This design comes from an exercise in tuning for small area and a short achievable clock period on the open sky130 flow, not from production work.
In this exercise RTL edits were held to simulation tests only and were not proved equivalent to the original.
Power is estimated from default activity; no workload was simulated.

## job 101
==> flow/design.v (excerpt) <==
module arrmul (
  input  logic         clk,
  input  logic         reset,
  input  logic [0:127] reg_A,
  input  logic [0:127] reg_B,
  input  logic [0:1]   ctrl_ww,
  input  logic [0:4]   alu_op,
  output logic [0:127] result
);
export LEC_CHECK = 0
export CAP_MARGIN = 20
export CORE_MARGIN = 2
export CORE_UTILIZATION = 40
export SLEW_MARGIN = 20
export SYNTH_HIERARCHICAL = 1
create_clock -name core_clock -period 15.0 [get_ports {clk}]
standard.sh (not shown) runs the stock make flow with config.mk's settings and CLKGATE_MAP_FILE= SYNTH_SCRIPT=/design/flow/synth_recipe.tcl, a recipe that flattens the netlist after the stock synthesis.
==> flow/flow/run.sh <==
#!/bin/bash
# Standard ORFS layout with extra make settings from flow/make_args.txt (one VAR=value per
# line): the port buffers' cell and timing-repair margins. make's full output goes to make.log.
set -euo pipefail
args=()
while IFS= read -r line; do
  [[ -z "$line" || "$line" == \#* ]] && continue
  args+=("$line")
done < flow/make_args.txt
bash standard.sh "${args[@]}" finish > make.log 2>&1
==> flow/flow/make_args.txt <==
BUFFER_PORTS_ARGS=-buffer_cell sky130_fd_sc_hd__buf_1
SETUP_SLACK_MARGIN=5
SKIP_GATE_CLONING=1
For job 102, these inputs were changed with respect to job 101:
==> flow/flow/make_args.txt <==
BUFFER_PORTS_ARGS=-buffer_cell sky130_fd_sc_hd__buf_1
SETUP_SLACK_MARGIN=7
SKIP_GATE_CLONING=1
==> run summary <==
Between job 102 and job 101, the worst hold slack is lower for job 102.
From job 101 to job 102 the numbers moved as follows: achievable frequency grew by 14 MHz; row count did not really move.
Diff job 102..job 101 | count of endpoints failing setup in the final report | unchanged
Job 102 and job 101 ended up with nearly the same number of I/O port buffers.
Final period demand of the worst path: lower on job 102

========
P:
arrmul, a different RTL version from the one above (not shown whole).
For scale: about 3400 cells after synthesis, roughly 130 flip-flops, about 34000 sq um of cells after synthesis.
export LEC_CHECK = 0
export CAP_MARGIN = 10
export CORE_MARGIN = 2
export CORE_UTILIZATION = 40
export SLEW_MARGIN = 10
export SYNTH_HIERARCHICAL = 1
create_clock -name core_clock -period 15.0 [get_ports {clk}]
==> flow/flow/make_args.txt <==
BUFFER_PORTS_ARGS=-buffer_cell sky130_fd_sc_hd__buf_1
SETUP_SLACK_MARGIN=6
Scripts as last shown in full above: flow/flow/run.sh
The following lists how Q was set up differently from P:
Settings: CAP_MARGIN now 20, was 10; SLEW_MARGIN now 20, was 10.
-- flow/flow/make_args.txt --
<<< P, line 2
SETUP_SLACK_MARGIN=6
>>> Q, line 2
SETUP_SLACK_MARGIN=6.5
--- outcome ---
- Maximum clock rate went up by a few percent going from P to Q.
- Sequential power of Q is on par with P.
- Clock-buffer cell count for Q is higher than for P.
- The higher post-route fraction of the period consumed by the critical path of Q and P is in P.
- P has higher number of antenna violations at the first check in global routing than Q.
- In the reports for Q and P, the smaller half-perimeter wire length after detailed placement belongs to P.
- Note that the final total power recorded for Q amounts to 1.10 times the value seen in P.
- Delta (Q minus P): filler-free cell count of the finished design increased 5.6%, worst slack on hold paths climbed 0.080 ns, post-route core utilization has increased.
What R does differently from Q at the input level:
-- flow/flow/make_args.txt --
<<< Q, line 2
SETUP_SLACK_MARGIN=6.5
>>> R, line 2
SETUP_SLACK_MARGIN=5
MATCH_CELL_FOOTPRINT=0
==> run summary <==
- The final layout from R, which completed every stage, passed the timing, design-rule and antenna checks at the end of the flow.
- R gives less total power than Q did.
- Via count came out lower on R than on Q.
- R: final worst setup slack 1.19 ns below Q
- R ends up with a final worst-path cycle share that is 7.9 points higher than in Q.
- [R vs Q] fraction of area in non-clock buffers: lower in R
- In R, the cell count came out 311 below the value in Q.
[inputs] S vs R
Settings: putting GPL_ROUTABILITY_DRIVEN at 0 where nothing was set.
==> flow/flow/make_args.txt <==
BUFFER_PORTS_ARGS=-buffer_cell sky130_fd_sc_hd__buf_1
SETUP_SLACK_MARGIN=6
==> run summary <==
- Switching power went up slightly going from R to S.
- Between S and R, the difference in sequential power is negligible.
- S has more setup slack than R.
- Compared with R, in S routed via count divided by cell count has increased, share of total power in combinational logic increased 2.3 points.
- On final routed wirelength across all metal layers, S does worse than R.
- Compare S and R | area overhead of the layout relative to synthesis lower: R
- S -> R: initial core utilization delta 0, exact match
- S does worse than R on cell area.
Inputs modified between S and T:
Settings: GPL_ROUTABILITY_DRIVEN no longer set, was 0.
-- flow/flow/make_args.txt --
<<< S, line 2
SETUP_SLACK_MARGIN=6
>>> T, line 2
SETUP_SLACK_MARGIN=7
Results
Simple-gate share of the synthesized area: T vs S identical
Total power density per cell area sits higher in T than in S.
Total power grows by more than 10% when moving from S to T.
| final worst-path cycle share | lower: T |
Shortest period the worst path allows delta for T relative to S: 0.35 ns lower
Relative to S, the non-clock buffer count of T is higher by about 35%.
T against S: proportion of layout cells with a drive suffix above 1 increased 11 points, design area increased 3700 sq um.
Changes observed in T relative to S: post-layout instance count excluding filler cells saw an increase, met3 capacity usage during global routing saw an increase.

-- separate check: timing with driven ports --
In the flow no input, the clock included, has a driving cell. The finished layouts below were timed again as built, in two steps. Step 1 assumes that a clkbuf_16 drives the clock port and a buf_2 every other input. Step 2 also shifts input and output timing later by t, the mid clock arrival at the registers, as if the neighbouring blocks saw the same clock. Three values: ideal, step 1, step 2; two values: the first two.
| run | shift t [ns] | setup slack, ns | worst setup path after step 2 |
|---|---|---|---|
| job 101 | 0.569 | 5.158 / 5.184 / 4.615 | input to register |
| job 102 | 0.576 | 6.315 / 6.327 / 5.751 | input to register |
| P | 0.573 | 6.076 / 6.124 / 5.551 | input to register |
| Q | 0.564 | 6.393 / 6.191 / 5.628 | input to register |
| R | 0.578 | 5.208 / 5.156 / 4.578 | input to register |
| S | 0.569 | 6.139 / 6.186 / 5.617 | input to register |
| T | 0.564 | 6.485 / 6.331 / 5.768 | input to register |
After both steps setup and hold are still met in every run listed. For Q, which loses most, drivers alone change the setup slack by -0.202 ns; drivers and shift together by -0.765 ns.
